This is an optimization exercise on Yosys and OpenROAD, whose aim is small area, a short achievable clock period and few clock cycles per item, not a production implementation.
In this exercise RTL edits were held to simulation tests only and were not proved equivalent to the original.
Power and IR drop assume default switching activity.

## constraint.sdc

```tcl
create_clock -name core_clock -period 7.0 [get_ports {clk}]
set_input_delay 1.4000 -clock core_clock [delete_from_list [all_inputs] [get_ports {clk}]]
set_output_delay 1.4000 -clock core_clock [all_outputs]
set_load 0.01 [all_outputs]
```

## design.v

```verilog
package rse_pkg;
  localparam int unsigned WORD_W          = 32;
  localparam int unsigned STACK_DEPTH_DEF = 32;
  localparam int unsigned CFG_ADDR_W      = 3;
  localparam int unsigned CFG_DATA_W      = 32;
  localparam logic [2:0] KIND_PUSH_IMM = 3'd0;
  localparam logic [2:0] KIND_PUSH_X   = 3'd1;
  localparam logic [2:0] KIND_ADD      = 3'd2;
  localparam logic [2:0] KIND_SUB      = 3'd3;
  localparam logic [2:0] KIND_MUL      = 3'd4;
  localparam logic [2:0] KIND_DIV      = 3'd5;
  localparam logic [2:0] ST_OK    = 3'd0;
  localparam logic [2:0] ST_UNDER = 3'd1;
  localparam logic [2:0] ST_OVER  = 3'd2;
  localparam logic [2:0] ST_DIVZ  = 3'd3;
  localparam logic [2:0] ST_DEPTH = 3'd4;
  localparam logic REG_X_VALUE = 1'b0;
  typedef struct packed {
    logic [2:0]  kind;
    logic [30:0] immediate;
    logic        last;
  } in_t;
  typedef struct packed {
    logic signed [WORD_W-1:0] value;
    logic [2:0]               status;
  } out_t;
endpackage
module rpn_stack_evaluator #(
  parameter int unsigned STACK_DEPTH = rse_pkg::STACK_DEPTH_DEF
) (
  input  logic                            clk,
  input  logic                            rst_n,
  input  logic                            in_valid,
  output logic                            in_stall,
  input  logic [34:0]                     in_data,
  output logic                            out_valid,
  input  logic                            out_stall,
  output logic [34:0]                     out_data,
  input  logic                            cfg_psel,
  input  logic                            cfg_penable,
  input  logic                            cfg_pwrite,
  input  logic [rse_pkg::CFG_ADDR_W-1:0]  cfg_paddr,
  input  logic [rse_pkg::CFG_DATA_W-1:0]  cfg_pwdata,
  output logic [rse_pkg::CFG_DATA_W-1:0]  cfg_prdata,
  output logic                            cfg_pready
);
  rse_pkg::in_t  in_d;
  assign in_d = rse_pkg::in_t'(in_data);
  localparam int unsigned W   = rse_pkg::WORD_W;
  localparam int unsigned MD  = STACK_DEPTH - 2;           
  localparam int unsigned DW  = $clog2(STACK_DEPTH + 1);
  localparam logic [DW-1:0] FULL = DW'(STACK_DEPTH);
  function automatic logic [2*W-1:0] csa(input logic [W-1:0] a,
                                         input logic [W-1:0] b,
                                         input logic [W-1:0] c);
    logic [W-1:0] s, cy;
    s  = a ^ b ^ c;
    cy = (a & b) | (a & c) | (b & c);
    csa = {cy[W-2:0], 1'b0, s};
  endfunction
  function automatic logic [5:0] lzc32(input logic [31:0] x);
    logic [15:0] v1; logic [15:0] c1;
    logic [7:0]  v2; logic [15:0] c2;
    logic [3:0]  v3; logic [11:0] c3;
    logic [1:0]  v4; logic [7:0]  c4;
    logic        v5; logic [4:0]  c5;
    for (int i = 0; i < 16; i++) begin
      v1[i] = ~x[2*i+1] & ~x[2*i];
      c1[i] = ~x[2*i+1];
    end
    for (int i = 0; i < 8; i++) begin
      v2[i]       = v1[2*i+1] & v1[2*i];
      c2[2*i +: 2] = v1[2*i+1] ? {1'b1, c1[2*i]} : {1'b0, c1[2*i+1]};
    end
    for (int i = 0; i < 4; i++) begin
      v3[i]        = v2[2*i+1] & v2[2*i];
      c3[3*i +: 3] = v2[2*i+1] ? {1'b1, c2[2*(2*i) +: 2]} : {1'b0, c2[2*(2*i+1) +: 2]};
    end
    for (int i = 0; i < 2; i++) begin
      v4[i]        = v3[2*i+1] & v3[2*i];
      c4[4*i +: 4] = v3[2*i+1] ? {1'b1, c3[3*(2*i) +: 3]} : {1'b0, c3[3*(2*i+1) +: 3]};
    end
    v5 = v4[1] & v4[0];
    c5 = v4[1] ? {1'b1, c4[3:0]} : {1'b0, c4[7:4]};
    lzc32 = v5 ? 6'd32 : {1'b0, c5};
  endfunction
  function automatic logic [31:0] padd32(input logic [31:0] a, input logic [31:0] b,
                                         input logic cin);
    logic [31:0] g, p, gg, pp2, gn, pn;
    g  = a & b;
    p  = a ^ b;
    gg = g;
    gg[0] = g[0] | (p[0] & cin);
    pp2 = p;
    for (int l = 0; l < 5; l++) begin
      gn = gg;
      pn = pp2;
      for (int i = 0; i < 32; i++) begin
        if ((i >> l) & 1) begin
          gn[i] = gg[i] | (pp2[i] & gg[((i >> l) << l) - 1]);
          pn[i] = pp2[i] & pp2[((i >> l) << l) - 1];
        end
      end
      gg  = gn;
      pp2 = pn;
    end
    padd32 = p ^ {gg[30:0], cin};
  endfunction
  function automatic logic geq32(input logic [31:0] a, input logic [31:0] b);
    logic [31:0] g1, e1;
    logic [15:0] g2, e2;
    logic [7:0]  g3, e3;
    logic [3:0]  g4, e4;
    logic [1:0]  g5, e5;
    g1 = a & ~b;
    e1 = ~(a ^ b);
    for (int i = 0; i < 16; i++) begin
      g2[i] = g1[2*i+1] | (e1[2*i+1] & g1[2*i]);
      e2[i] = e1[2*i+1] & e1[2*i];
    end
    for (int i = 0; i < 8; i++) begin
      g3[i] = g2[2*i+1] | (e2[2*i+1] & g2[2*i]);
      e3[i] = e2[2*i+1] & e2[2*i];
    end
    for (int i = 0; i < 4; i++) begin
      g4[i] = g3[2*i+1] | (e3[2*i+1] & g3[2*i]);
      e4[i] = e3[2*i+1] & e3[2*i];
    end
    for (int i = 0; i < 2; i++) begin
      g5[i] = g4[2*i+1] | (e4[2*i+1] & g4[2*i]);
      e5[i] = e4[2*i+1] & e4[2*i];
    end
    geq32 = g5[1] | (e5[1] & (g5[0] | e5[0]));
  endfunction
  function automatic logic [W-1:0] absw(input logic [W-1:0] x);
    logic [31:0] o, on;
    o = x;
    for (int l = 0; l < 5; l++) begin
      on = o;
      for (int i = 0; i < 32; i++) begin
        if ((i >> l) & 1) on[i] = o[i] | o[((i >> l) << l) - 1];
      end
      o = on;
    end
    absw = x ^ ({W{x[W-1]}} & {o[30:0], 1'b0});
  endfunction
  function automatic logic [5:0] lzabs(input logic [W-1:0] x);
    logic [W-1:0] y;
    logic         low_ones;
    y = x ^ {W{x[W-1]}};
    low_ones = ((~y[W-2:0]) & y[W-1:1]) == '0;
    lzabs = lzc32(y) - {5'd0, x[W-1] & low_ones};
  endfunction
  logic          st_idle_r, st_mul_r, st_dal_r, st_div_r, st_cls_r;
  logic          st_idle_n, st_mul_n, st_dal_n, st_div_n, st_cls_n;
  logic [2:0]    err_r, err_nxt;
  logic [DW-1:0] depth_r, depth_nxt;
  logic [W-1:0]  tos_r, tos_nxt;
  logic [W-1:0]  nos_r, nos_nxt;
  logic [W-1:0]  s_r, s_nxt;
  logic [W-1:0]  c_r, c_nxt;
  logic [4:0]    cnt_r, cnt_nxt;
  logic [5:0]    lza_r, lzb_r;
  logic          neg_r, neg_nxt;
  logic          last_r, last_nxt;
  logic          md_r;
  logic [11:0]   bth_r, bth_nxt;
  logic          qb_r, qb_nxt;
  logic [W-1:0]  x_value_r;
  logic          out_valid_r, out_valid_nxt;
  logic [34:0]   out_data_r, out_data_nxt;
  logic          cfg_rdy_r;
  logic [W-1:0]  cfg_rd_r;
  logic [W-1:0]  stack_mem [MD];
  logic [W-1:0]  mem_rd;
  logic [MD-1:0] mem_we_r, mem_re_r;
  always_comb begin
    mem_rd = '0;
    for (int i = 0; i < MD; i++) begin
      mem_rd = mem_rd | (stack_mem[i] & {W{mem_re_r[i]}});
    end
  end
  always_ff @(posedge clk) begin
    for (int i = 0; i < MD; i++) begin
      if (mem_we_r[i]) stack_mem[i] <= nos_r;
    end
  end
  logic cfg_wr;
  assign cfg_pready = cfg_rdy_r;
  assign cfg_prdata = cfg_rd_r;
  assign cfg_wr     = cfg_psel && cfg_penable && cfg_pwrite && cfg_rdy_r &&
                      (cfg_paddr[2] == rse_pkg::REG_X_VALUE);
  logic [W-1:0] add_p;        
  logic [W-1:0] sub_m;        
  logic [W-1:0] mul_p;        
  assign add_p = padd32(nos_r, tos_r, 1'b0);
  assign sub_m = padd32(nos_r, ~tos_r, 1'b1);
  assign mul_p = padd32(s_r, c_r, 1'b0);
  logic [W-1:0] push_word;
  assign push_word = (in_d.kind == rse_pkg::KIND_PUSH_IMM) ? {1'b0, in_d.immediate} : x_value_r;
  logic [W-1:0] pp [4];
  logic [3:0]   pp_neg;
  logic [W-1:0] csa_s, csa_c;
  always_comb begin
    logic         one, two, neg;
    logic [W-1:0] base;
    logic [W-1:0] acc_a, acc_b;
    logic [2*W-1:0] r1, r2, r3, r4;
    acc_a = st_mul_r ? s_r : '0;
    acc_b = st_mul_r ? c_r : '0;
    for (int j = 0; j < 4; j++) begin
      {one, two, neg} = bth_r[3*j +: 3];
      base = one ? nos_r : (two ? {nos_r[W-2:0], 1'b0} : '0);
      pp_neg[j] = neg;
      pp[j] = (base << (2*j)) ^ {W{neg}};
    end
    r1 = csa(acc_a, {acc_b[W-1:1], pp_neg[0]}, pp[0]);
    r2 = csa(pp[1], pp[2], pp[3]);
    r3 = csa(r1[W-1:0], {r1[2*W-1:W+1], pp_neg[1]}, r2[W-1:0]);
    r4 = csa(r3[W-1:0], {r3[2*W-1:W+1], pp_neg[3]}, {r2[2*W-1:W+1], pp_neg[2]});
    csa_s = r4[W-1:0];
    csa_c = r4[2*W-1:W];
  end
  logic [6:0]   dshift;
  logic [W-1:0] q_sp, q_cp, div_res;
  logic         q_bit;
  assign dshift  = {1'b0, lzb_r} - {1'b0, lza_r};
  assign q_bit   = geq32(nos_r, tos_r);
  assign q_sp    = {s_r[W-2:0], qb_r};
  assign q_cp    = qb_r ? {s_r[W-2:0], 1'b0} : {c_r[W-2:0], 1'b1};
  assign div_res = q_bit ? (neg_r ? ~{q_sp[W-2:0], 1'b0} : {q_sp[W-2:0], 1'b1})
                         : (neg_r ? ~{q_cp[W-2:0], 1'b1} : {q_sp[W-2:0], 1'b0});
  logic out_free;
  assign out_free  = !out_valid_r || !out_stall;
  assign in_stall  = !st_idle_r;
  assign out_valid = out_valid_r;
  assign out_data  = out_data_r;
  logic acc, ok, k_push, k_op, full, lt2;
  logic a_push, a_over, a_under, a_go, a_add, a_sub, a_mul, a_div, a_multi;
  logic mul_fin, mul_it, dal_z, dal_q0, dal_go, div_fin, div_it, fin, pop;
  logic [2:0]    err_after;
  logic [DW-1:0] depth_after;
  logic          close_req, close_now, res_ok;
  logic [W-1:0]  res;
  assign acc    = st_idle_r && in_valid;
  assign ok     = (err_r == rse_pkg::ST_OK);
  assign k_push = (in_d.kind == rse_pkg::KIND_PUSH_IMM) || (in_d.kind == rse_pkg::KIND_PUSH_X);
  assign k_op   = (in_d.kind == rse_pkg::KIND_ADD) || (in_d.kind == rse_pkg::KIND_SUB) ||
                  (in_d.kind == rse_pkg::KIND_MUL) || (in_d.kind == rse_pkg::KIND_DIV);
  assign full   = (depth_r == FULL);
  assign lt2    = (depth_r < DW'(2));
  assign a_push  = acc && ok && k_push && !full;
  assign a_over  = acc && ok && k_push && full;
  assign a_under = acc && ok && k_op && lt2;
  assign a_go    = acc && ok && k_op && !lt2;
  assign a_add   = a_go && (in_d.kind == rse_pkg::KIND_ADD);
  assign a_sub   = a_go && (in_d.kind == rse_pkg::KIND_SUB);
  assign a_mul   = a_go && (in_d.kind == rse_pkg::KIND_MUL);
  assign a_div   = a_go && (in_d.kind == rse_pkg::KIND_DIV);
  assign a_multi = a_mul || a_div;
  assign mul_fin = st_mul_r && md_r;
  assign mul_it  = st_mul_r && !md_r;
  assign dal_z   = st_dal_r && lzb_r[5];                     
  assign dal_q0  = st_dal_r && !lzb_r[5] && dshift[6];       
  assign dal_go  = st_dal_r && !lzb_r[5] && !dshift[6];
  assign div_fin = st_div_r && (cnt_r == '0);
  assign div_it  = st_div_r && (cnt_r != '0);
  assign fin     = mul_fin || dal_q0 || div_fin;
  assign pop     = a_add || a_sub || fin;
  assign err_after = a_over  ? rse_pkg::ST_OVER :
                     a_under ? rse_pkg::ST_UNDER :
                     dal_z   ? rse_pkg::ST_DIVZ : err_r;
  assign depth_after = a_push ? depth_r + DW'(1) :
                       pop    ? depth_r - DW'(1) : depth_r;
  assign close_req = (acc && in_d.last && !a_multi) || st_cls_r || ((fin || dal_z) && last_r);
  assign close_now = close_req && out_free;
  assign res = ({W{a_push}}  & push_word) |
               ({W{a_add}}   & add_p) |
               ({W{a_sub}}   & sub_m) |
               ({W{mul_fin}} & mul_p) |
               ({W{div_fin}} & div_res) |
               ({W{!(a_push || a_add || a_sub || fin)}} & tos_r);
  assign res_ok = (err_after == rse_pkg::ST_OK) && (depth_after == DW'(1));
  always_comb begin
    logic t_hold, n_hold;
    t_hold = !(a_push || a_add || a_sub || a_mul || mul_it || fin || dal_go || div_it);
    tos_nxt = ({W{t_hold}}            & tos_r) |
              ({W{a_push}}            & push_word) |
              ({W{a_add}}             & add_p) |
              ({W{a_sub}}             & sub_m) |
              ({W{a_mul || mul_it}}   & {{8{tos_r[W-1]}}, tos_r[W-1:8]}) |
              ({W{mul_fin}}           & mul_p) |
              ({W{dal_go}}            & (c_r << dshift[4:0])) |
              ({W{div_it}}            & {1'b0, tos_r[W-1:1]}) |
              ({W{div_fin}}           & div_res);
    n_hold = !(a_push || pop || a_mul || mul_it || dal_go || div_it);
    nos_nxt = ({W{n_hold}}            & nos_r) |
              ({W{a_push}}            & tos_r) |
              ({W{pop}}               & mem_rd) |
              ({W{a_mul || mul_it}}   & {nos_r[W-9:0], 8'd0}) |
              ({W{dal_go}}            & s_r) |
              ({W{div_it}}            & (q_bit ? sub_m : nos_r));
    if (st_div_r)                                  s_nxt = q_sp;
    else if (st_dal_r)                             s_nxt = '0;
    else if (st_idle_r && in_d.kind == rse_pkg::KIND_DIV) s_nxt = absw(nos_r);
    else                                           s_nxt = csa_s;
    if (st_div_r)                                  c_nxt = q_cp;
    else if (st_dal_r)                             c_nxt = '1;
    else if (st_idle_r && in_d.kind == rse_pkg::KIND_DIV) c_nxt = absw(tos_r);
    else                                           c_nxt = csa_c;
    cnt_nxt  = st_dal_r ? dshift[4:0] : cnt_r - 5'd1;
    qb_nxt   = st_div_r && q_bit;
    neg_nxt  = st_idle_r ? (nos_r[W-1] ^ tos_r[W-1]) : neg_r;
    last_nxt = acc ? in_d.last : last_r;
    err_nxt   = close_now ? rse_pkg::ST_OK : err_after;
    depth_nxt = close_now ? '0 : depth_after;
    out_valid_nxt = close_now || (out_valid_r && out_stall);
    if (!close_now)                            out_data_nxt = out_data_r;
    else if (err_after != rse_pkg::ST_OK)      out_data_nxt = {32'd0, err_after};
    else if (depth_after != DW'(1))            out_data_nxt = {32'd0, rse_pkg::ST_DEPTH};
    else                                       out_data_nxt = {res, rse_pkg::ST_OK};
    st_mul_n  = a_mul || mul_it;
    st_dal_n  = a_div;
    st_div_n  = dal_go || div_it;
    st_cls_n  = close_req && !out_free;
    st_idle_n = !(st_mul_n || st_dal_n || st_div_n || st_cls_n);
  end
  always_comb begin
    logic [2:0] t;
    logic [8:0] b9;
    b9 = {tos_nxt[7:0], st_mul_n & tos_r[7]};
    for (int j = 0; j < 4; j++) begin
      t = b9[2*j +: 3];
      bth_nxt[3*j +: 3] = {t[1] ^ t[0], (t == 3'b100) || (t == 3'b011), t[2]};
    end
  end
  always_ff @(posedge clk) begin
    if (!rst_n) begin
      st_idle_r   <= 1'b1;
      st_mul_r    <= 1'b0;
      st_dal_r    <= 1'b0;
      st_div_r    <= 1'b0;
      st_cls_r    <= 1'b0;
      err_r       <= rse_pkg::ST_OK;
      depth_r     <= '0;
      out_valid_r <= 1'b0;
      x_value_r   <= '0;
      cfg_rdy_r   <= 1'b0;
    end else begin
      st_idle_r   <= st_idle_n;
      st_mul_r    <= st_mul_n;
      st_dal_r    <= st_dal_n;
      st_div_r    <= st_div_n;
      st_cls_r    <= st_cls_n;
      err_r       <= err_nxt;
      depth_r     <= depth_nxt;
      out_valid_r <= out_valid_nxt;
      if (cfg_wr) x_value_r <= cfg_pwdata;
      cfg_rdy_r   <= cfg_psel && cfg_penable && !cfg_rdy_r;
    end
  end
  always_ff @(posedge clk) begin
    tos_r      <= tos_nxt;
    nos_r      <= nos_nxt;
    s_r        <= s_nxt;
    c_r        <= c_nxt;
    cnt_r      <= cnt_nxt;
    lza_r      <= lzabs(nos_r);
    lzb_r      <= lzabs(tos_r);
    neg_r      <= neg_nxt;
    last_r     <= last_nxt;
    bth_r      <= bth_nxt;
    qb_r       <= qb_nxt;
    md_r       <= (&tos_r[W-1:7]) | ~(|tos_r[W-1:7]);
    out_data_r <= out_data_nxt;
    cfg_rd_r   <= (cfg_paddr[2] == rse_pkg::REG_X_VALUE) ? x_value_r : '0;
    for (int i = 0; i < MD; i++) mem_we_r[i] <= (depth_nxt == DW'(i + 2));
    for (int i = 0; i < MD; i++) mem_re_r[i] <= (depth_nxt == DW'(i + 3));
  end
endmodule
```

## config.mk

```make
export PLATFORM = sky130hd
export DESIGN_NAME = rpn_stack_evaluator
export DESIGN_NICKNAME = rpn_stack_evaluator
export VERILOG_FILES = /design/flow/design.v
export SDC_FILE = /design/flow/constraint.sdc
export NUM_CORES = 4
export LEC_CHECK = 0
export CAP_MARGIN = 40
export CORE_MARGIN = 2
export CORE_UTILIZATION = 40
export SETUP_SLACK_MARGIN = 3.3
export SLEW_MARGIN = 30
export TNS_END_PERCENT = 5
```

## run.sh

```bash
#!/bin/bash
# synth_recipe.tcl (not shown) runs the flow's synth.tcl, then flattens the netlist and writes it again
# the make line also repeats each setting of config.mk as NAME=value (left out here)
make -C /OpenROAD-flow-scripts/flow DESIGN_CONFIG=/design/flow/config.mk WORK_HOME=/design/flow/orfs CLKGATE_MAP_FILE= SYNTH_SCRIPT=/design/flow/synth_recipe.tcl finish
```

==> results.json, run 1 <==
{
  "overflow": 0,
  "clock_sinks": 1263,
  "stdcell_area_mm2": 0.0742,
  "antenna_found_initial": 8,
  "h-tree-depth": 4,
  "port_buffers": 144,
  "die_width_um": 401,
  "drtAntennaViolNets": 0,
  "fin_nets": 5869,
  "cts-root-buf": "clkbuf_16",
  "synth-async-reset-ratio": 0,
  "path_clk_slew_ns": 0.06,
  "gp_congestion": 0.988,
  "wl_per_cell_um": 30.2,
  "dp_hpwl_um": 145000,
  "crit_type": "reg -> reg",
  "initial_utilization": 0.404,
  "finalCritPeriodShare": 0.535,
  "final.setup_skew_ns": 0.0594,
  "timing.final.ws_setup_ns": 3.25,
  "reg2reg_setup_slack_ns": 3.25,
  "start_kind": "flip-flop",
  "hold_path.class": "reg -> reg",
  "fin_cells": 7714,
  "drtIter0Drc": 6811,
  "yosysSeqAreaShare": 0.559,
  "p_leak_nw": 25.0,
  "synth_edf_count": 997,
  "die_area_mm2": 0.161,
  "finalWirelength_um": 233000,
  "worst_slew_pin_slew_ns": 0.847,
  "placed_cell_area_mm2": 0.0678,
  "area_growth_pct": 17.5,
  "max_clock_freq_mhz": 267,
  "final_common_cell": "edfxtp_1",
  "numCtsBuffers": 139,
  "r2r_cells": 12,
  "dr.pass1.iters": 8,
  "dp.cells": 7385,
  "critPathCaptureType": "flip-flop",
  "num_vias": 49200,
  "synth-main-ff-cell": "edfxtp_1",
  "min_period_ns": 3.75,
  "cp_data_arrival_time_ns": 4.35,
  "status": "complete, no violations",
  "syn_avg_cell_area_um2": 11.7,
  "rsz0062_at_grt": "true",
  "grt_pass1_vias": 47300,
  "route.detailed.drc": 0,
  "core_area_mm2": 0.156,
  "syn_area_mm2": 0.0631,
  "io_pins": 147,
  "yosys_register_bits": 1263,
  "track_usage": 0.281,
  "post-place-ws_ns": 1.73,
  "maxCapViolCount": 0,
  "hold_depth": 1,
  "clk_path_buf_depth": 3,
  "worst_ir_drop_vdd_mv": 0.363,
  "drv_slew": 0,
  "setup_viol": 0,
  "syn_inst": 5386,
  "crit_fanout": 39,
  "tritoncts": "yes",
  "die_y_um": 401,
  "yosysUniqueCellTypes": 93,
  "drive_gt1_frac": 0.139,
  "grt_max_degree": 81,
  "layout_common_cells": "edfxtp_1, a22oi_1, nand2_1",
  "drt-vias-per-instance": 6.38,
  "fill_cells": 14100,
  "yosys_warnings": 3,
  "grt_pass1_wl_um": 334000,
  "p_per_area_mw_per_mm2": 454,
  "slew_headroom": 0.435,
  "required_ns": 7.60,
  "clk_latency_ns": 0.81,
  "setup_tns_ns": 0,
  "hold_viol": 0,
  "synth_nets": 5718,
  "final_util": 0.474,
  "num_rows": 145
}
-- metrics by stage --
stage,hold slack [ns],total power (W)
global placement,0.458,0.0245
floorplan,0.435,0.0197
global route,0.484,0.0352
CTS,0.472,0.0327
detailed placement,0.468,0.0247
finish,0.465,0.0337
-- power breakdown --
part	total, W	internal (W)	leakage, nW	switching, W
clock network	0.00736	0.00414	2.23	0.00322
registers	0.0102	0.00939	11.4	0.000809
logic	0.0161	0.00591	11.3	0.0102
-- worst paths after layout --
path                                   start     endpoint
worst min register to register  x_value_r[4]  cfg_rd_r[4]
worst max register to register      lza_r[0]    tos_r[24]
worst max-delay path                lza_r[0]    tos_r[24]
worst min-delay path            x_value_r[4]  cfg_rd_r[4]
-- cells by family after synthesis --
logic type      synth area share
flops                      0.559
mux                       0.0278
xor+xnor                  0.0342
fa+ha+maj                 0.0670
simple gates               0.101
buf+inv                   0.0360
compound gates             0.175
-- Yosys cell counts, drive strengths merged, types with 33 or more instances --
cell | count | area, um^2
a221oi | 68 | 602
nor2 | 180 | 676
nor3 | 72 | 370
a31oi | 34 | 213
a21boi | 42 | 315
o21ai | 270 | 1350
nand3 | 136 | 693
buf | 75 | 290
and2 | 76 | 475
a222oi | 46 | 460
nand2 | 485 | 1820
a21oi | 202 | 1010
nor2b | 57 | 357
clkbuf | 329 | 1230
ha | 117 | 1460
dfxtp | 266 | 5330
xor2 | 33 | 297
nand4 | 100 | 626
edfxtp | 997 | 29900
nor4 | 48 | 315
o22ai | 43 | 269
xnor2 | 212 | 1860
a22o | 46 | 403
inv | 197 | 739
mux2i | 112 | 1120
a22oi | 516 | 3870
a211oi | 34 | 255
fa | 138 | 2760
-- layout make-up --
| type | instances | area, um^2 | share of cell area |
|---|---|---|---|
| clock inverters | 81 | 898 | 0.0121 |
| clock buffers | 176 | 3690 | 0.0497 |
| flip-flops and latches | 1263 | 35500 | 0.478 |
| multi-input cells | 3520 | 26700 | 0.360 |
| repair buffers | 414 | 4100 | 0.0553 |
| well taps | 2058 | 2570 | 0.0347 |
| inverters | 199 | 772 | 0.0104 |
| diodes | 3 | 7.51 | 0.000101 |
-- worst max-delay path, stage by stage (launching register included) --
cell	delay [ns]
dfxtp_2	0.39
ha_1	0.19
inv_1	0.06
fa_2	0.57
buf_12	0.27
mux2i_1	0.30
mux2i_1	0.15
mux2i_1	0.26
o21ba_2	0.21
o21ai_0	0.39
a21oi_1	0.18
a211oi_1	0.40
nand4b_1	0.19
-- sequential cells by signal, summed over array words and instances, names as in the netlist, 28 cells and up --
signal,count
c_r,32
cfg_rd_r,32
mem_re_r,30
nos_r,32
out_data_r,35
s_r,32
stack_mem,960
tos_r,28
x_value_r,32
-- per-layer routing --
layer  vias to the layer above  share of wire  GRT usage
li1                      20900              -          -
met2                      2911           0.44      0.426
met5                         -       0.000094          0
met4                         4          0.040      0.104
met1                     24800           0.41      0.394
met3                       508           0.11     0.0635
-- repair_timing --
action,in CTS,in global routing
cloned,3,2
hold endpoints to repair,0,0
endpoints found under the setup margin,169,158
hold buffers,0,0
gates resized for setup,138,121
pin swaps,13,16
setup buffers,30,29
Testbench counts, summed over its fixed seeds: cycles 19,850, programs 960.
==> run 2: changes to the inputs <==
--- a/design.v
+++ b/design.v
@@ -171,5 +171,6 @@
   logic [34:0]   out_data_r, out_data_nxt;
   logic          cfg_rdy_r;
-  logic [W-1:0]  cfg_rd_r;
+  logic          cfg_hi_r;
+  logic          stall_r;                  
   logic [W-1:0]  stack_mem [MD];
   logic [W-1:0]  mem_rd;
@@ -188,5 +189,5 @@
   logic cfg_wr;
   assign cfg_pready = cfg_rdy_r;
-  assign cfg_prdata = cfg_rd_r;
+  assign cfg_prdata = cfg_hi_r ? '0 : x_value_r;
   assign cfg_wr     = cfg_psel && cfg_penable && cfg_pwrite && cfg_rdy_r &&
                       (cfg_paddr[2] == rse_pkg::REG_X_VALUE);
@@ -233,5 +234,5 @@
   logic out_free;
   assign out_free  = !out_valid_r || !out_stall;
-  assign in_stall  = !st_idle_r;
+  assign in_stall  = stall_r;
   assign out_valid = out_valid_r;
   assign out_data  = out_data_r;
@@ -338,4 +339,5 @@
     if (!rst_n) begin
       st_idle_r   <= 1'b1;
+      stall_r     <= 1'b0;
       st_mul_r    <= 1'b0;
       st_dal_r    <= 1'b0;
@@ -349,4 +351,5 @@
     end else begin
       st_idle_r   <= st_idle_n;
+      stall_r     <= !st_idle_n;
       st_mul_r    <= st_mul_n;
       st_dal_r    <= st_dal_n;
@@ -374,5 +377,5 @@
     md_r       <= (&tos_r[W-1:7]) | ~(|tos_r[W-1:7]);
     out_data_r <= out_data_nxt;
-    cfg_rd_r   <= (cfg_paddr[2] == rse_pkg::REG_X_VALUE) ? x_value_r : '0;
+    cfg_hi_r   <= cfg_paddr[2];
     for (int i = 0; i < MD; i++) mem_we_r[i] <= (depth_nxt == DW'(i + 2));
     for (int i = 0; i < MD; i++) mem_re_r[i] <= (depth_nxt == DW'(i + 3));
--- a/config.mk
+++ b/config.mk
@@ -9,5 +9,5 @@
 export CORE_MARGIN = 2
 export CORE_UTILIZATION = 40
-export SETUP_SLACK_MARGIN = 3.3
+export SETUP_SLACK_MARGIN = 3.6
 export SLEW_MARGIN = 30
 export TNS_END_PERCENT = 5
==> results.json, run 2 <==
{
  "hold_path.class": "reg -> reg",
  "crit_cells": 15,
  "reg2reg_setup_slack_ns": 3.31,
  "overflow": 0,
  "route.detailed.drc": 0,
  "area_growth_pct": 21.3,
  "synth-async-reset-ratio": 0,
  "clk_latency_ns": 0.80,
  "yosys_register_bits": 1233,
  "rsz0062_at_grt": "true",
  "seqPwrFrac": 0.296,
  "synth_edf_count": 997,
  "dp_hpwl_um": 148000,
  "drtIter0Drc": 6499,
  "top_register": "stack_mem",
  "finalCritPeriodShare": 0.527,
  "num_vias": 48700,
  "crit_type": "reg -> reg",
  "critPathCaptureType": "flip-flop",
  "h-tree-depth": 4,
  "drt-vias-per-instance": 6.37,
  "r2r_start": "bth_r[9]",
  "worst_ir_drop_vdd_mv": 0.303,
  "drive_gt1_frac": 0.171,
  "die_y_um": 395,
  "cts.hold.buffers_added": 0,
  "reg.largest.list": "stack_mem (960), out_data_r (35)",
  "final_common_cell": "edfxtp_1",
  "wl_per_cell_um": 32.1,
  "synth_common_cells": "edfxtp_1, a22oi_1, nand2_1",
  "required_ns": 7.50,
  "endpoint": "out_data_r[26]",
  "dp.cells": 7239,
  "r2r_cells": 15,
  "core_area_mm2": 0.152,
  "synth-main-ff-cell": "edfxtp_1",
  "track_usage": 0.303,
  "num_rows": 143,
  "clk_path_buf_depth": 3,
  "grt_pass1_vias": 47200,
  "syn_inst": 5221,
  "r2r_end": "out_data_r[26]",
  "p_int_w": 0.0190,
  "gp_congestion": 1.01,
  "worst_slew_pin_slew_ns": 0.921,
  "yosysUniqueCellTypes": 88,
  "crit_slowest_cell": "dfxtp_4",
  "grt_pass1_wl_um": 344000,
  "critical_path_buf_inv_count": 4,
  "syn_avg_cell_area_um2": 11.7,
  "p_leak_nw": 25.4,
  "cp_data_arrival_time_ns": 4.20,
  "drtAntennaViolNets": 0,
  "slew_headroom": 0.381,
  "comb_power_share": 0.495,
  "cp_slowest_stage_delay_ns": 0.46,
  "layout_common_cells": "edfxtp_1, a22oi_1, nand2_1",
  "path_clk_slew_ns": 0.06,
  "syn_area_mm2": 0.0612,
  "yosys_warnings": 3,
  "critPathTopFamily": "compound AO/OA/AOI/OAI gates",
  "p_sw_w": 0.0139,
  "yosysMostFrequentCell": "edfxtp_1",
  "min_period_ns": 3.69,
  "path_cells": "buf_4, buf_6, ha_1, nor2b_1, o21ai_0, a21oi_1, nor3_4, buf_6, buf_4, o31ai_4, a21boi_1, o21bai_1, xnor2_1, a211oi_2, a21oi_1",
  "cts-root-buf": "clkbuf_16",
  "fin_cells": 7656,
  "antenna_found_initial": 11,
  "crit_fanout": 12,
  "p_sw_frac": 0.423,
  "grt_max_degree": 66,
  "die_area_mm2": 0.156,
  "setup_viol": 0,
  "synth_nets": 5553,
  "maxCapViolCount": 0,
  "io_pins": 147,
  "tritoncts": "yes",
  "final_util": 0.489,
  "multiInputGateArea_mm2": 0.0259,
  "max_clock_freq_mhz": 271,
  "regArea_mm2": 0.0349,
  "start_kind": "flip-flop",
  "fill_cells": 13300,
  "largest_reg_flops": 960,
  "dr.pass1.iters": 9,
  "initial_utilization": 0.403,
  "numCtsBuffers": 135,
  "yosysSeqAreaShare": 0.566,
  "synth.area.top_cells": "edfxtp_1, dfxtp_1, a22oi_1",
  "port_buffers": 144,
  "drv_slew": 0,
  "p_clk_frac": 0.210,
  "final.setup_skew_ns": 0.0792,
  "setup_tns_ns": 0,
  "status": "complete, no violations",
  "yosys.area.top_type": "edfxtp_1",
  "synth_top_area_share": 0.489,
  "clock_sinks": 1233,
  "fin_nets": 5853,
  "p_per_area_mw_per_mm2": 443,
  "hold_viol": 0,
  "finalWirelength_um": 246000,
  "cp-startpoint": "bth_r[9]",
  "die_width_um": 395
}
==> run 2: worst register-to-register path: cells and delay by family (launching register included) <==
family / cells / cell delay (ns)
buffers and inverters: 4 / 0.83
DFF: 1 / 0.46
AOI/OAI and AO/OA: 7 / 1.53
xor gates and xnor gates: 1 / 0.17
adders and majority gates: 1 / 0.22
and+or+nand+nor: 2 / 0.20
==> run 2: repair_timing <==
item                                    in CTS  in global routing
gates cloned                                17                 12
endpoints found under the setup margin     271                204
gates resized for setup                    314                138
pin swaps                                   73                 43
setup buffers                              103                 43
==> run 2: how the worst min path moves through the flow <==
| stage | start | endpoint | slack (ns) | depth (start not counted) |
|---|---|---|---|---|
| 6_report | cfg_rdy_r | cfg_rdy_r | 0.44 | 1 |
| 5_1_grt | cfg_rdy_r | cfg_rdy_r | 0.47 | 1 |
| 4_1_cts | cfg_rdy_r | cfg_rdy_r | 0.44 | 1 |
| 3_5_place_dp | cfg_rdy_r | cfg_rdy_r | 0.44 | 1 |
| 3_3_place_gp | cfg_rdy_r | cfg_rdy_r | 0.43 | 1 |
| 2_1_floorplan | cnt_r[0] | cnt_r[0] | 0.43 | 1 |
==> run 2: cells by family after synthesis <==
kind of cell,count (synthesis),synth area share
fa+ha+maj,255,0.0690
compound gates,1519,0.171
xor+xnor,269,0.0385
mux,130,0.0233
simple gates,1234,0.0955
buf+inv,581,0.0362
flops,1233,0.566
==> run 2: layer usage <==
metal,routed length [um],GRT usage
met2,108000,0.463
met4,16300,0.165
met3,26700,0.0711
met1,94700,0.397
met5,71,0
==> run 2: power by group through the flow <==
stage          sequential, W  clock [W]  combinational (W)
6_report             0.00974    0.00690             0.0163
5_1_grt              0.00974    0.00726             0.0172
4_1_cts              0.00968    0.00698             0.0150
3_5_place_dp         0.00987          0             0.0131
3_3_place_gp         0.00989          0             0.0130
2_1_floorplan        0.00994          0            0.00824
==> run 2: layout make-up <==
| cell class | instances | share of cell area |
|---|---|---|
| Sequential cell | 1233 | 0.470 |
| Multi-Input combinational cell | 3410 | 0.349 |
| Timing Repair Buffer | 547 | 0.0792 |
| Clock buffer | 176 | 0.0481 |
| Tap cell | 2030 | 0.0342 |
| Inverter | 193 | 0.0105 |
| Clock inverter | 64 | 0.00919 |
| Timing Repair inverter | 1 | 0.000118 |
| Antenna cell | 2 | 0.0000674 |
==> run 2: per-stage QoR <==
step           power, W  hold slack (ns)  setup slack (ns)  instance area (um^2)
3_3_place_gp     0.0229            0.432              1.72                 65900
4_1_cts          0.0317            0.440              3.47                 73100
5_1_grt          0.0342            0.466              3.32                 74300
3_5_place_dp     0.0230            0.439              1.78                 66200
6_report         0.0329            0.438              3.31                 74300
2_1_floorplan    0.0182            0.435              3.46                 61600
Testbench counts of run 2, summed over its fixed seeds: cycles 19,850, programs 960.
==> run 3: changes to the inputs <==
--- a/config.mk
+++ b/config.mk
@@ -8,6 +8,6 @@
 export CAP_MARGIN = 40
 export CORE_MARGIN = 2
-export CORE_UTILIZATION = 40
+export CORE_UTILIZATION = 50
 export SETUP_SLACK_MARGIN = 3.6
 export SLEW_MARGIN = 30
-export TNS_END_PERCENT = 5
+export TNS_END_PERCENT = 0
==> results.json, run 3 <==
{
  "finalWirelength_um": 234000,
  "synth-main-ff-cell": "edfxtp_1",
  "initial_utilization": 0.503,
  "drtAntennaViolNets": 0,
  "port_buffers": 144,
  "clk_path_buf_depth": 3,
  "hold_viol": 0,
  "hold_path.class": "reg -> reg",
  "top_register": "stack_mem",
  "drtIter0Drc": 6718,
  "fin_nets": 5783,
  "status": "complete, no violations",
  "placed_cell_area_mm2": 0.0654,
  "required_ns": 7.53,
  "maxCapViolCount": 0,
  "overflow": 0,
  "critPathCaptureType": "flip-flop",
  "drv_slew": 0,
  "yosysUniqueCellTypes": 88,
  "track_usage": 0.364,
  "cp_data_arrival_time_ns": 4.16,
  "layout_common_cells": "edfxtp_1, a22oi_1, nand2_1",
  "finalCritPeriodShare": 0.519,
  "die_area_mm2": 0.125,
  "largest_reg_flops": 960,
  "worst_slew_pin_slew_ns": 0.995,
  "num_rows": 128,
  "antenna_found_initial": 8,
  "final_util": 0.595,
  "syn_inst": 5221,
  "synth-async-reset-ratio": 0,
  "crit_fanout": 9,
  "synth_top_area_share": 0.489,
  "setup_tns_ns": 0,
  "worst_ir_drop_vdd_mv": 0.440,
  "area_growth_pct": 18.3,
  "final_common_cell": "edfxtp_1",
  "die_width_um": 354,
  "clock_sinks": 1233,
  "core_area_mm2": 0.122,
  "clk_latency_ns": 0.81,
  "synth.area.top_cells": "edfxtp_1, dfxtp_1, a22oi_1",
  "syn_area_mm2": 0.0612,
  "setup_viol": 0,
  "p_total_w": 0.0315,
  "crit_type": "reg -> reg",
  "grt_pass1_wl_um": 330000,
  "yosys_warnings": 3,
  "h-tree-depth": 4,
  "yosys.area.top_type": "edfxtp_1",
  "route.detailed.drc": 0,
  "gp_congestion": 1.05,
  "slew_headroom": 0.330,
  "dp_hpwl_um": 143000,
  "syn_avg_cell_area_um2": 11.7,
  "wl_per_cell_um": 32.6,
  "io_pins": 147,
  "synth_common_cells": "edfxtp_1, a22oi_1, nand2_1",
  "reg.largest.list": "stack_mem (960), out_data_r (35)",
  "yosys_register_bits": 1233,
  "p_leak_nw": 24.8,
  "die_y_um": 354,
  "num_vias": 48100,
  "min_period_ns": 3.63,
  "grt_pass1_vias": 46100,
  "grt_max_degree": 65,
  "start_kind": "flip-flop",
  "rsz0062_at_grt": "true",
  "final.setup_skew_ns": 0.0305,
  "fill_cells": 10000,
  "cts-root-buf": "clkbuf_16",
  "stdcell_area_mm2": 0.0724,
  "yosysSeqAreaShare": 0.566,
  "drt-vias-per-instance": 6.70,
  "numCtsBuffers": 134,
  "path_clk_slew_ns": 0.06,
  "drive_gt1_frac": 0.154,
  "synth_nets": 5553,
  "max_clock_freq_mhz": 275,
  "p_per_area_mw_per_mm2": 435,
  "tritoncts": "yes",
  "dr.pass1.iters": 8,
  "yosysMostFrequentCell": "edfxtp_1",
  "synth_edf_count": 997
}
run 3: changes by cell type in the layout (fill, tap and decap cells not counted), sizes merged, moves of 2 or more:
cell	delta
buf	-57
bufbuf	-8
clkbuf	-7
clkinv	-6
bufinv	+4
clkinvlp	-3
inv	+3
clkdlybuf4s15	-2
clkdlybuf4s18	+2
run 3: worst paths after layout:
kind                                 from             end  slack [ns]  cells after the start
worst min register to register  cfg_rdy_r       cfg_rdy_r        0.45                      1
worst max register to register   nos_r[0]  out_data_r[31]        3.37                     14
worst min-delay path            cfg_rdy_r       cfg_rdy_r        0.45                      1
worst max-delay path             nos_r[0]  out_data_r[31]        3.37                     14
run 3: worst max-delay path, cell delays in order (launching register included):
cell and delay, ns:
dfxtp_4 0.37, buf_4 0.16, ha_1 0.38, o21ai_0 0.36
a211oi_2 0.13, a22oi_2 0.28, a31o_4 0.24, a21o_1 0.18
buf_12 0.17, buf_8 0.18, buf_4 0.13, mux2i_1 0.06
a221o_1 0.33, a221oi_2 0.27, a21oi_2 0.12
run 3: cell families (layout without fill, tap and decap cells):
| kind of cell | Yosys count | in the layout | share of synthesized area |
|---|---|---|---|
| buf+inv | 581 | 908 | 0.0362 |
| fa+ha+maj | 255 | 255 | 0.0690 |
| xor+xnor | 269 | 269 | 0.0385 |
| simple gates | 1234 | 1239 | 0.0955 |
| mux | 130 | 130 | 0.0233 |
| other cells | 0 | 3 | 0 |
| compound gates | 1519 | 1519 | 0.171 |
| flops | 1233 | 1233 | 0.566 |
run 3: area by class of cell:
type                            count  area [um^2]  area share
Sequential cell                  1233        34900       0.482
Multi-Input combinational cell   3412        25700       0.355
Timing Repair Buffer              476         4760      0.0657
Clock buffer                      176         3630      0.0502
Tap cell                         1625         2030      0.0281
Inverter                          193          758      0.0105
Clock inverter                     62          637     0.00879
Timing Repair inverter              1         8.76    0.000121
Antenna cell                        3         7.51    0.000104
run 3: metal layers:
layer,track usage,wire (um)
met5,0,11
met4,0.188,13600
met3,0.0734,25200
met2,0.556,105000
met1,0.494,90600
run 3: metrics by stage:
stage / cells / hold slack, ns / setup WS, ns
finish: 7181 / 0.445 / 3.37
CTS: 7119 / 0.447 / 3.40
detailed placement: 6808 / 0.439 / 1.70
global route: 7178 / 0.472 / 3.29
floorplan: 5221 / 0.435 / 3.45
global placement: 6794 / 0.430 / 1.76
run 3: repair_timing:
| action | CTS | global route |
|---|---|---|
| pin swaps | 33 | 47 |
| setup endpoints to repair | 278 | 256 |
| resized for setup | 202 | 126 |
| cloned | 11 | 5 |
| hold buffers | 0 | 0 |
| setup buffers | 62 | 52 |
run 3: where the power goes:
group	internal, W	switching (W)
sequential	0.00908	0.000766
clock	0.00395	0.00305
combinational	0.00545	0.00921
==> run 4: changes to the inputs <==
--- a/config.mk
+++ b/config.mk
@@ -8,5 +8,5 @@
 export CAP_MARGIN = 40
 export CORE_MARGIN = 2
-export CORE_UTILIZATION = 50
+export CORE_UTILIZATION = 60
 export SETUP_SLACK_MARGIN = 3.6
 export SLEW_MARGIN = 30
==> results.json, run 4 <==
{
  "die_width_um": 323,
  "tritoncts": "yes",
  "crit_type": "in -> reg",
  "rsz0062_at_grt": "true",
  "clk_path_buf_depth": 3,
  "grt_max_degree": 91,
  "r2r_end": "out_data_r[14]",
  "grt_pass1_wl_um": 327000,
  "final.setup_skew_ns": 0.0499,
  "placed_cell_area_mm2": 0.0651,
  "muxShareOfSynthArea": 0.0233,
  "worst_ir_drop_vdd_mv": 0.474,
  "cp_data_arrival_time_ns": 4.17,
  "yosysUniqueCellTypes": 88,
  "synth.area.top_cells": "edfxtp_1, dfxtp_1, a22oi_1",
  "route.detailed.drc": 0,
  "yosysSeqAreaShare": 0.566,
  "r2r_cells": 12,
  "clk_latency_ns": 0.79,
  "reg.largest.list": "stack_mem (960), out_data_r (35)",
  "yosys.area_share.adder": 0.0690,
  "synth-main-ff-cell": "edfxtp_1",
  "fin_nets": 5780,
  "top_register": "stack_mem",
  "clock_sinks": 1233,
  "drt-vias-per-instance": 7.10,
  "p_per_area_mw_per_mm2": 446,
  "crit_slowest_cell": "a311oi_1",
  "yosys_warnings": 3,
  "setup_tns_ns": 0,
  "grt.met1_usage": 0.587,
  "finalCritPeriodShare": 0.532,
  "start_kind": "primary input",
  "final_util": 0.710,
  "hold_depth": 1,
  "use_met2": 0.636,
  "dp_hpwl_um": 142000,
  "dr.pass1.iters": 9,
  "cp_slowest_stage_delay_ns": 0.51,
  "drive_gt1_frac": 0.152,
  "io_pins": 147,
  "syn_area_mm2": 0.0612,
  "timing.final.ws_setup_ns": 3.28,
  "post-place-ws_ns": 1.90,
  "synth_edf_count": 997,
  "h-tree-depth": 4,
  "die_area_mm2": 0.105,
  "numCtsBuffers": 130,
  "synth_top_area_share": 0.489,
  "drv_slew": 0,
  "stdcell_area_mm2": 0.0720,
  "critical_path_buf_inv_count": 3,
  "finalWirelength_um": 230000,
  "synth_xor_area_frac": 0.0385,
  "synth_compound_area_frac": 0.171,
  "p_leak_nw": 24.7,
  "status": "complete, no violations",
  "cts-root-buf": "clkbuf_16",
  "yosys.area_share.simple": 0.0955,
  "syn_avg_cell_area_um2": 11.7,
  "synth_top_family_by_area": "compound AO/OA/AOI/OAI gates",
  "r2r_start": "tos_r[20]",
  "track_usage": 0.438,
  "min_period_ns": 3.72,
  "path_clk_slew_ns": 0.06,
  "critPathTopFamily": "buffers and inverters",
  "grt_pass1_vias": 46400,
  "reg2reg_setup_slack_ns": 3.31,
  "slew_headroom": 0.367,
  "fill_cells": 7187,
  "max_clock_freq_mhz": 269,
  "required_ns": 7.45,
  "wl_per_cell_um": 33.2,
  "drtIter0Drc": 8151,
  "gp_congestion": 1.04,
  "synth_common_cells": "edfxtp_1, a22oi_1, nand2_1",
  "yosys_register_bits": 1233,
  "maxCapViolCount": 0,
  "largest_reg_flops": 960,
  "yosys.area.top_type": "edfxtp_1",
  "final_common_cell": "edfxtp_1",
  "path_cells": "buf_2, buf_4, inv_1, nand2_1, nor2_1, a21oi_1, o211ai_1, a311oi_1, a21oi_1",
  "port_buffers": 144,
  "holdPathEnd": "cfg_rdy_r",
  "cp_common_cell": "a21oi_1",
  "yosysMostFrequentCell": "edfxtp_1",
  "die_y_um": 323,
  "setup_viol": 0,
  "layout_common_cells": "edfxtp_1, a22oi_1, nand2_1",
  "hp-start": "cfg_rdy_r",
  "critPathCaptureType": "flip-flop",
  "worst_slew_pin_slew_ns": 0.942,
  "initial_utilization": 0.604,
  "num_vias": 49200,
  "synth-async-reset-ratio": 0,
  "grtUsageMet3": 0.121,
  "drtAntennaViolNets": 0,
  "hold_path.class": "reg -> reg",
  "area_growth_pct": 17.6,
  "synth_nets": 5553,
  "antenna_found_initial": 13,
  "hold_viol": 0,
  "core_area_mm2": 0.101,
  "num_rows": 117,
  "crit_fanout": 17,
  "syn_inst": 5221,
  "overflow": 0,
  "top_usage_layer": "met2"
}
## run 4: cell type report
cell class | instances | area (um^2) | area share
Timing Repair Buffer | 477 | 4750 | 0.0660
Antenna cell | 4 | 10.0 | 0.000139
Sequential cell | 1233 | 34900 | 0.484
Timing Repair inverter | 1 | 8.76 | 0.000122
Inverter | 193 | 787 | 0.0109
Clock inverter | 67 | 718 | 0.00997
Tap cell | 1368 | 1710 | 0.0238
Multi-Input combinational cell | 3412 | 25600 | 0.356
Clock buffer | 173 | 3520 | 0.0489
## run 4: worst max-delay path by stage
stage / from / end / slack (ns) / depth (start not counted)
global route: c_r[0] / out_data_r[19] / 3.25 / 14
CTS: bth_r[9] / out_data_r[19] / 3.47 / 15
floorplan: in_data[33] / out_data_r[23] / 3.45 / 11
global placement: tos_r[23] / bth_r[10] / 1.75 / 13
finish: in_data[32] / out_data_r[14] / 3.28 / 9
detailed placement: tos_r[23] / out_data_r[22] / 1.90 / 12
## run 4: power breakdown
group          switching, W  internal (W)
clock network       0.00300       0.00383
registers          0.000665       0.00907
logic               0.00981       0.00572
total                0.0135        0.0186
## run 4: stage by stage
step / cells / total power [W] / hold slack, ns
CTS: 6911 / 0.0312 / 0.441
detailed placement: 6562 / 0.0228 / 0.438
global route: 6924 / 0.0332 / 0.468
floorplan: 5221 / 0.0182 / 0.435
finish: 6928 / 0.0321 / 0.438
global placement: 6547 / 0.0226 / 0.427
## run 4: cell families after synthesis
group	after synthesis
AO/OA/AOI/OAI	1519
adder cells (fa/ha/maj)	255
flip-flops	1233
XOR/XNOR	269
buffers and inverters	581
multiplexers	130
AND/OR/NAND/NOR	1234
## run 4: timing repair
action | 4_1_cts | 5_1_grt
pin swaps | 54 | 19
endpoints found under the setup margin | 277 | 247
gates cloned | 13 | 1
resized for setup | 274 | 33
setup buffers | 96 | 9
hold buffers | 0 | 0
## run 4: layer usage
metal / routed length, um / share of wire
met1: 83800 / 0.36
met2: 98600 / 0.43
met3: 31300 / 0.14
met4: 16500 / 0.072
met5: 92 / 0.00040
==> run 5: changes to the inputs <==
--- a/config.mk
+++ b/config.mk
@@ -8,5 +8,5 @@
 export CAP_MARGIN = 40
 export CORE_MARGIN = 2
-export CORE_UTILIZATION = 60
+export CORE_UTILIZATION = 45
 export SETUP_SLACK_MARGIN = 3.6
 export SLEW_MARGIN = 30
==> results.json, run 5 <==
{
  "route.detailed.drc": 0,
  "grt_pass1_vias": 46900,
  "num_vias": 48300,
  "syn_avg_cell_area_um2": 11.7,
  "drive_gt1_frac": 0.151,
  "comb_power_share": 0.473,
  "synth_edf_count": 997,
  "path_cells": "buf_4, o22ai_1, a2111oi_0, a31oi_1, a2111oi_0, ha_1, nand2_1, or3b_2, o21ai_0",
  "gp_congestion": 1.01,
  "num_rows": 135,
  "syn_area_mm2": 0.0612,
  "core_area_mm2": 0.135,
  "grt_pass1_wl_um": 340000,
  "clock_sinks": 1233,
  "cp_slowest_stage_delay_ns": 0.84,
  "use_met2": 0.524,
  "die_area_mm2": 0.139,
  "finalWirelength_um": 240000,
  "dp_hpwl_um": 150000,
  "dp.cells": 6981,
  "setup_tns_ns": 0,
  "maxCapViolCount": 0,
  "min_period_ns": 3.76,
  "yosysSeqAreaShare": 0.566,
  "yosysUniqueCellTypes": 88,
  "rsz0062_at_grt": "true",
  "clk_latency_ns": 0.79,
  "die_width_um": 373,
  "cts-root-buf": "clkbuf_16",
  "area_growth_pct": 18.2,
  "cp_common_cell": "a2111oi_0",
  "numCtsBuffers": 135,
  "finalCritPeriodShare": 0.537,
  "synth-async-reset-ratio": 0,
  "fin_nets": 5769,
  "port_buffers": 144,
  "p_clk_frac": 0.223,
  "setup_viol": 0,
  "synth_common_cells": "edfxtp_1, a22oi_1, nand2_1",
  "final.setup_skew_ns": 0.0472,
  "yosys_warnings": 3,
  "layout_common_cells": "edfxtp_1, a22oi_1, nand2_1",
  "synth-main-ff-cell": "edfxtp_1",
  "drtAntennaViolNets": 0,
  "tritoncts": "yes",
  "timing.final.ws_setup_ns": 3.24,
  "slew_headroom": 0.353,
  "max_clock_freq_mhz": 266,
  "die_y_um": 373,
  "top_register": "stack_mem",
  "largest_reg_flops": 960,
  "p_sw_w": 0.0136,
  "drtIter0Drc": 6760,
  "overflow": 0,
  "yosysMostFrequentCell": "edfxtp_1",
  "start_kind": "flip-flop",
  "final_common_cell": "edfxtp_1",
  "status": "complete, no violations",
  "seqPwrFrac": 0.304,
  "worst_slew_pin_slew_ns": 0.946,
  "cts.hold.buffers_added": 0,
  "drt-vias-per-instance": 6.59,
  "h-tree-depth": 4,
  "crit_fanout": 38,
  "dr.pass1.iters": 9,
  "required_ns": 7.60,
  "p_leak_nw": 24.7,
  "synth_top_area_share": 0.489,
  "final_util": 0.535,
  "yosys.area.top_type": "edfxtp_1",
  "p_sw_frac": 0.422,
  "post-place-ws_ns": 1.78,
  "crit_slowest_cell": "a2111oi_0",
  "clk_path_buf_depth": 3,
  "yosys_register_bits": 1233,
  "grt_max_degree": 70,
  "critPathCaptureType": "flip-flop",
  "antenna_found_initial": 13,
  "cp_data_arrival_time_ns": 4.36,
  "top_usage_layer": "met2",
  "syn_inst": 5221,
  "reg.largest.list": "stack_mem (960), out_data_r (35)",
  "grtUsageMet3": 0.0640,
  "drv_slew": 0,
  "p_int_w": 0.0186,
  "track_usage": 0.336,
  "synth.area.top_cells": "edfxtp_1, dfxtp_1, a22oi_1",
  "hold_viol": 0,
  "grt.met1_usage": 0.443,
  "synth_nets": 5553,
  "wl_per_cell_um": 32.7,
  "io_pins": 147,
  "hold_path.class": "reg -> reg",
  "fin_cells": 7332,
  "crit_type": "reg -> reg",
  "worst_ir_drop_vdd_mv": 0.389,
  "initial_utilization": 0.453,
  "path_clk_slew_ns": 0.06,
  "p_per_area_mw_per_mm2": 444
}
[run 5: cell counts after synthesis]
No cell type changed its count.
[run 5: area by class of cell]
cell class,instances,area [um^2]
inverter,193,757
fill,11700,62900
multi-input combinational,3410,25600
clock buffer,173,3650
tap,1781,2230
timing repair buffer,463,4470
timing repair inverter,1,8.76
sequential,1233,34900
antenna,3,7.51
clock inverter,75,801
[run 5: power by group through the flow]
stage	clock [W]	combinational, W	sequential, W
global route	0.00750	0.0161	0.00978
global placement	0	0.0128	0.0100
floorplan	0	0.00822	0.00994
detailed placement	0	0.0130	0.00997
CTS	0.00723	0.0142	0.00974
finish	0.00716	0.0152	0.00979
[run 5: per-layer routing]
| metal | share of wire | vias up |
|---|---|---|
| met5 | 0.00025 | - |
| met4 | 0.062 | 8 |
| met3 | 0.096 | 669 |
| met2 | 0.45 | 2840 |
| met1 | 0.39 | 24500 |
| li1 | - | 20300 |
[run 5: kinds of logic after synthesis]
kind of cell	after synthesis	share of synthesized area
compound gates	1519	0.171
simple gates	1234	0.0955
flops	1233	0.566
buf+inv	581	0.0362
xor+xnor	269	0.0385
fa+ha+maj	255	0.0690
mux	130	0.0233
[run 5: per-stage QoR]
stage	hold WS [ns]	cell area (um^2)	power, W
final	0.445	72400	0.0322
after CTS	0.452	71800	0.0312
after detailed placement	0.446	65800	0.0230
after global placement	0.432	65500	0.0228
after floorplan	0.435	61500	0.0182
after global routing	0.467	72400	0.0334
[run 5: what timing repair did]
action	in CTS	in global routing
endpoints found under the hold margin	0	0
setup buffers	64	25
gates cloned	7	1
pin swaps	44	33
gates resized for setup	192	75
setup endpoints to repair	268	263
[run 5: final timing paths]
kind,start,to,slack [ns],cells after the start
setup / recovery,bth_r[0],lzb_r[5],3.24,9
setup reg to reg,bth_r[0],lzb_r[5],3.24,9
hold / removal,cfg_rdy_r,cfg_rdy_r,0.44,1
hold reg to reg,cfg_rdy_r,cfg_rdy_r,0.44,1
[run 5: critical path, delay by kind of cell (launching register included)]
family / cells / cell delay (ns)
adder cells (fa/ha/maj): 1 / 0.31
AND/OR/NAND/NOR: 2 / 0.30
buffers and inverters: 1 / 0.73
flip-flops: 1 / 0.38
AO/OA/AOI/OAI: 5 / 1.83
==> run 6: changes to the inputs <==
--- a/config.mk
+++ b/config.mk
@@ -9,5 +9,5 @@
 export CORE_MARGIN = 2
 export CORE_UTILIZATION = 45
-export SETUP_SLACK_MARGIN = 3.6
+export SETUP_SLACK_MARGIN = 3.8
 export SLEW_MARGIN = 30
-export TNS_END_PERCENT = 0
+export TNS_END_PERCENT = 5
==> results.json, run 6 <==
{
  "status": "complete, no violations",
  "wl_per_cell_um": 32.8,
  "syn_area_mm2": 0.0612,
  "die_width_um": 373,
  "critical_path_buf_inv_count": 3,
  "hold_path.class": "reg -> reg",
  "synth-main-ff-cell": "edfxtp_1",
  "syn_avg_cell_area_um2": 11.7,
  "drtIter0Drc": 6657,
  "drt-vias-per-instance": 6.59,
  "clock_sinks": 1233,
  "dr_wl_met2_um": 108000,
  "p_per_area_mw_per_mm2": 449,
  "drtAntennaViolNets": 0,
  "synth-async-reset-ratio": 0,
  "drv_slew": 0,
  "maxCapViolCount": 0,
  "num_vias": 49000,
  "rsz0062_at_grt": "true",
  "num_rows": 135,
  "grt_pass1_wl_um": 340000,
  "layout_common_cells": "edfxtp_1, a22oi_1, nand2_1",
  "drive_gt1_frac": 0.181,
  "yosys_warnings": 3,
  "h-tree-depth": 4,
  "tritoncts": "yes",
  "hold_ws_ns": 0.437,
  "die_area_mm2": 0.139,
  "area_growth_pct": 21.9,
  "min_period_ns": 3.75,
  "critPathTopFamily": "compound AO/OA/AOI/OAI gates",
  "core_area_mm2": 0.135,
  "cp_data_arrival_time_ns": 4.29,
  "cts-root-buf": "clkbuf_16",
  "grt_max_degree": 74,
  "route.detailed.drc": 0,
  "setup_tns_ns": 0,
  "topRoutingLayerUsed": "met5",
  "yosys_register_bits": 1233,
  "drt-met1-wl_um": 92200,
  "hold_depth": 1,
  "grt_pass1_vias": 47300,
  "top_register": "stack_mem",
  "die_y_um": 373,
  "max_clock_freq_mhz": 267,
  "clk_latency_ns": 0.81,
  "synth_top_area_share": 0.489,
  "start_kind": "flip-flop",
  "fin_nets": 5865,
  "gp_congestion": 1.02,
  "slew_headroom": 0.368,
  "path_clk_slew_ns": 0.06,
  "reg.largest.list": "stack_mem (960), out_data_r (35)",
  "critPathCaptureType": "flip-flop",
  "required_ns": 7.54,
  "route.met3.wl_um": 27300,
  "r2r_cells": 16,
  "setup_viol": 0,
  "worst_ir_drop_vdd_mv": 0.354,
  "p_total_w": 0.0335,
  "synth_nets": 5553,
  "track_usage": 0.336,
  "syn_inst": 5221,
  "numCtsBuffers": 137,
  "crit_type": "reg -> reg",
  "clk_path_buf_depth": 3,
  "dr.pass1.iters": 10,
  "largest_reg_flops": 960,
  "finalWirelength_um": 244000,
  "finalCritPeriodShare": 0.536,
  "overflow": 0,
  "yosysSeqAreaShare": 0.566,
  "path_cells": "inv_16, ha_4, or4_4, nor3b_2, o211a_1, nor3_2, buf_6, buf_6, fa_1, nor2_1, a21oi_2, o22ai_2, a21oi_1, o21ai_1, a31oi_1, a21oi_1",
  "initial_utilization": 0.453,
  "crit_cells": 16,
  "synth_common_cells": "edfxtp_1, a22oi_1, nand2_1",
  "io_pins": 147,
  "synth_edf_count": 997,
  "crit_slowest_cell": "or4_4",
  "crit_fanout": 5,
  "yosys.area.top_type": "edfxtp_1",
  "worst_slew_pin_slew_ns": 0.942,
  "final.setup_skew_ns": 0.0397,
  "p_leak_nw": 25.6,
  "final_common_cell": "edfxtp_1",
  "hold_viol": 0,
  "yosysUniqueCellTypes": 88,
  "synth.area.top_cells": "edfxtp_1, dfxtp_1, a22oi_1",
  "cp_slowest_stage_delay_ns": 0.53,
  "port_buffers": 144,
  "antenna_found_initial": 6,
  "yosysMostFrequentCell": "edfxtp_1",
  "dp_hpwl_um": 146000
}
## run 6: cell count changes in the layout (fill, tap and decap cells not counted), sizes merged
cell,before,now
buf,315,382
bufbuf,3,11
bufinv,8,11
clkbuf,175,199
clkdlybuf4s15,1,2
clkdlybuf4s18,0,2
clkinv,57,50
clkinvlp,5,13
diode,3,5
inv,199,190
nor2,209,210
## run 6: layout make-up
type | instances | area (um^2)
fill | 11400 | 60700
sequential | 1233 | 34900
multi-input combinational | 3411 | 26200
timing repair buffer | 556 | 6000
clock buffer | 182 | 3720
tap | 1781 | 2230
inverter | 193 | 785
clock inverter | 70 | 761
antenna | 5 | 12.5
timing repair inverter | 1 | 8.76
## run 6: worst paths after layout
check            from        endpoint  slack, ns
min          cnt_r[0]        cnt_r[0]       0.44
min reg2reg  cnt_r[0]        cnt_r[0]       0.44
max          bth_r[9]  out_data_r[19]       3.25
max reg2reg  bth_r[9]  out_data_r[19]       3.25
## run 6: kinds of logic (layout without fill, tap and decap cells)
logic type,after synthesis,count (layout),share of synthesized area
buffers and inverters,581,1002,0.0362
xor gates and xnor gates,269,269,0.0385
adders and majority gates,255,255,0.0690
AOI/OAI and AO/OA,1519,1519,0.171
other,0,5,0
muxes,130,130,0.0233
and+or+nand+nor,1234,1238,0.0955
DFF,1233,1233,0.566
## run 6: report_power, final
part / internal [W] / leakage (nW) / switching [W]
combinational: 0.00632 / 12.2 / 0.0101
sequential: 0.00908 / 11.2 / 0.000770
clock: 0.00418 / 2.16 / 0.00306
total: 0.0196 / 25.6 / 0.0139
## run 6: metal layers
metal / GRT usage / up-vias
li1: - / 20500
met1: 0.443 / 24600
met2: 0.519 / 3144
met3: 0.0723 / 729
met4: 0.183 / 10
met5: 0 / -
## run 6: stage by stage
step                      instance area [um^2]   util  instances  worst slack (ns)
final                                    74600  0.552       7432              3.25
after global routing                     74600  0.552       7427              3.21
after CTS                                73300  0.542       7364              3.27
after detailed placement                 65800  0.486       6968              1.68
after global placement                   65500  0.484       6949              1.75
after floorplan                          61700      -       5221              3.46
## run 6: worst reg2reg max path, stage by stage (launching register included)
cell     delay, ns
dfxtp_4       0.48
inv_16        0.05
ha_4          0.26
or4_4         0.53
nor3b_2       0.19
o211a_1       0.21
nor3_2        0.05
buf_6         0.15
buf_6         0.12
fa_1          0.47
nor2_1        0.05
a21oi_2       0.21
o22ai_2       0.12
a21oi_1       0.16
o21ai_1       0.11
a31oi_1       0.23
a21oi_1       0.11
## run 6: what timing repair did
item	CTS	global route
resized for setup	353	159
buffers inserted	128	44
pin swaps	82	47
cloned	16	13
hold buffers	0	0
setup endpoints to repair	291	276
==> run 7: changes to the inputs <==
--- a/config.mk
+++ b/config.mk
@@ -8,6 +8,6 @@
 export CAP_MARGIN = 40
 export CORE_MARGIN = 2
-export CORE_UTILIZATION = 45
-export SETUP_SLACK_MARGIN = 3.8
+export CORE_UTILIZATION = 50
+export SETUP_SLACK_MARGIN = 3.3
 export SLEW_MARGIN = 30
-export TNS_END_PERCENT = 5
+export TNS_END_PERCENT = 0
==> results.json, run 7 <==
{
  "seqPwrFrac": 0.320,
  "grt_pass1_wl_um": 332000,
  "die_y_um": 354,
  "yosysMostFrequentCell": "edfxtp_1",
  "num_rows": 128,
  "cp_common_cell": "a21oi_1",
  "synth.area.top_cells": "edfxtp_1, dfxtp_1, a22oi_1",
  "worst_ir_drop_vdd_mv": 0.388,
  "yosysUniqueCellTypes": 88,
  "core_area_mm2": 0.122,
  "drtAntennaViolNets": 0,
  "p_sw_frac": 0.420,
  "die_width_um": 354,
  "hold_ws_ns": 0.438,
  "hold_path.class": "reg -> reg",
  "clock_sinks": 1233,
  "io_pins": 147,
  "reg.largest.list": "stack_mem (960), out_data_r (35)",
  "num_vias": 47500,
  "initial_utilization": 0.503,
  "crit_fanout": 8,
  "synth_nets": 5553,
  "p_leak_nw": 24.2,
  "drt-vias-per-instance": 6.68,
  "finalWirelength_um": 233000,
  "path_cells": "clkdlybuf4s50_1, or3_1, nand2_1, a21oi_1, a221oi_1, o211ai_1, a311oi_2, a21oi_1",
  "overflow": 0,
  "required_ns": 7.49,
  "track_usage": 0.367,
  "critPathCaptureType": "flip-flop",
  "slew_headroom": 0.353,
  "final_common_cell": "edfxtp_1",
  "gp_congestion": 1.05,
  "worst_slew_pin_slew_ns": 0.962,
  "r2r_cells": 13,
  "synth_top_area_share": 0.489,
  "cp_slowest_stage_delay_ns": 0.78,
  "p_int_w": 0.0178,
  "wl_per_cell_um": 32.8,
  "fin_nets": 5714,
  "crit_type": "in -> reg",
  "cts-root-buf": "clkbuf_16",
  "synth-async-reset-ratio": 0,
  "top_register": "stack_mem",
  "crit_slowest_cell": "or3_1",
  "grt_max_degree": 65,
  "max_clock_freq_mhz": 257,
  "final.setup_skew_ns": 0.0646,
  "syn_area_mm2": 0.0612,
  "synth_edf_count": 997,
  "yosys_warnings": 3,
  "min_period_ns": 3.90,
  "dp_hpwl_um": 148000,
  "grt_pass1_vias": 46400,
  "setup_viol": 0,
  "numCtsBuffers": 134,
  "status": "complete, no violations",
  "synth_common_cells": "edfxtp_1, a22oi_1, nand2_1",
  "clk_latency_ns": 0.81,
  "drive_gt1_frac": 0.129,
  "p_total_w": 0.0307,
  "dr.pass1.iters": 7,
  "h-tree-depth": 4,
  "setup_tns_ns": 0,
  "clk_path_buf_depth": 3,
  "finalCritPeriodShare": 0.557,
  "syn_inst": 5221,
  "largest_reg_flops": 960,
  "yosysSeqAreaShare": 0.566,
  "maxCapViolCount": 0,
  "synth-main-ff-cell": "edfxtp_1",
  "fin_cells": 7110,
  "drtIter0Drc": 6265,
  "start_kind": "primary input",
  "p_per_area_mw_per_mm2": 433,
  "route.detailed.drc": 0,
  "crit_cells": 8,
  "hold_depth": 1,
  "cp_data_arrival_time_ns": 4.39,
  "path_clk_slew_ns": 0.05,
  "syn_avg_cell_area_um2": 11.7,
  "die_area_mm2": 0.125,
  "layout_common_cells": "edfxtp_1, a22oi_1, nand2_1",
  "rsz0062_at_grt": "true",
  "p_clk_frac": 0.221,
  "tritoncts": "yes",
  "yosys.area.top_type": "edfxtp_1",
  "critPathTopFamily": "compound AO/OA/AOI/OAI gates",
  "fill_cells": 10200,
  "comb_power_share": 0.459,
  "yosys_register_bits": 1233,
  "drv_slew": 0,
  "p_sw_w": 0.0129,
  "antenna_found_initial": 14,
  "area_growth_pct": 15.7,
  "port_buffers": 144,
  "hold_viol": 0,
  "critical_path_buf_inv_count": 1,
  "dp.cells": 6827
}
-- run 7: layer usage --
layer | share of wire | global-route usage | vias up
met4 | 0.068 | 0.212 | 2
met5 | 0.000034 | 0 | -
li1 | - | - | 20100
met2 | 0.45 | 0.568 | 2753
met1 | 0.38 | 0.482 | 23900
met3 | 0.10 | 0.0739 | 647
-- run 7: final timing paths --
check                                       to  slack, ns        start
worst max-delay path            out_data_r[14]       3.10  in_data[33]
worst min-delay path                 cfg_rdy_r       0.44    cfg_rdy_r
worst max register to register        bth_r[4]       3.12     nos_r[2]
worst min register to register       cfg_rdy_r       0.44    cfg_rdy_r
-- run 7: final cells by class --
type	count	area, um^2	area share
antenna	5	12.5	0.000177
clock buffer	180	3630	0.0512
clock inverter	54	495	0.00699
inverter	193	728	0.0103
multi-input combinational	3410	25200	0.356
sequential	1233	34900	0.492
tap	1625	2030	0.0287
timing repair buffer	410	3870	0.0546
-- run 7: cell families after synthesis --
family / synth area share
xor gates and xnor gates: 0.0385
AOI/OAI and AO/OA: 0.171
and+or+nand+nor: 0.0955
DFF: 0.566
adders and majority gates: 0.0690
buffers and inverters: 0.0362
muxes: 0.0233
-- run 7: power groups by stage --
| stage | Clock (W) | Sequential [W] | Combinational, W |
|---|---|---|---|
| 6_report | 0.00679 | 0.00983 | 0.0141 |
| 5_1_grt | 0.00714 | 0.00984 | 0.0150 |
| 4_1_cts | 0.00685 | 0.00978 | 0.0135 |
| 2_1_floorplan | 0 | 0.00993 | 0.00817 |
| 3_3_place_gp | 0 | 0.00997 | 0.0127 |
| 3_5_place_dp | 0 | 0.00992 | 0.0129 |
-- run 7: worst register-to-register path, cell delays in order (launching register included) --
cell	delay [ns]
dfxtp_2	0.32
buf_6	0.37
ha_1	0.36
o21ai_0	0.26
a21oi_2	0.12
a22oi_2	0.29
a31o_2	0.29
a21o_2	0.26
buf_4	0.22
mux2i_1	0.11
a221o_1	0.38
or2_2	0.34
ha_1	0.19
mux2_2	0.26
-- run 7: repair_timing --
action | 4_1_cts | 5_1_grt
setup endpoints to repair | 205 | 149
hold buffers | 0 | 0
setup buffers | 21 | 16
cloned | 4 | 1
resized for setup | 141 | 62
pin swaps | 17 | 20
-- run 7: stage by stage --
step / util / instance area (um^2) / setup slack, ns
floorplan: - / 61400 / 3.28
global placement: 0.535 / 65200 / 1.69
detailed placement: 0.538 / 65400 / 1.79
CTS: 0.579 / 70400 / 3.17
global route: 0.582 / 70900 / 3.11
finish: 0.582 / 70900 / 3.10

Check on run 7: ideal ports give 3.104 ns setup slack; a clkbuf_16 on the clock port and buf_2 on the inputs give 3.117 ns; moving port delays by the midpoint clock arrival (0.857 ns) as well gives 2.306 ns.
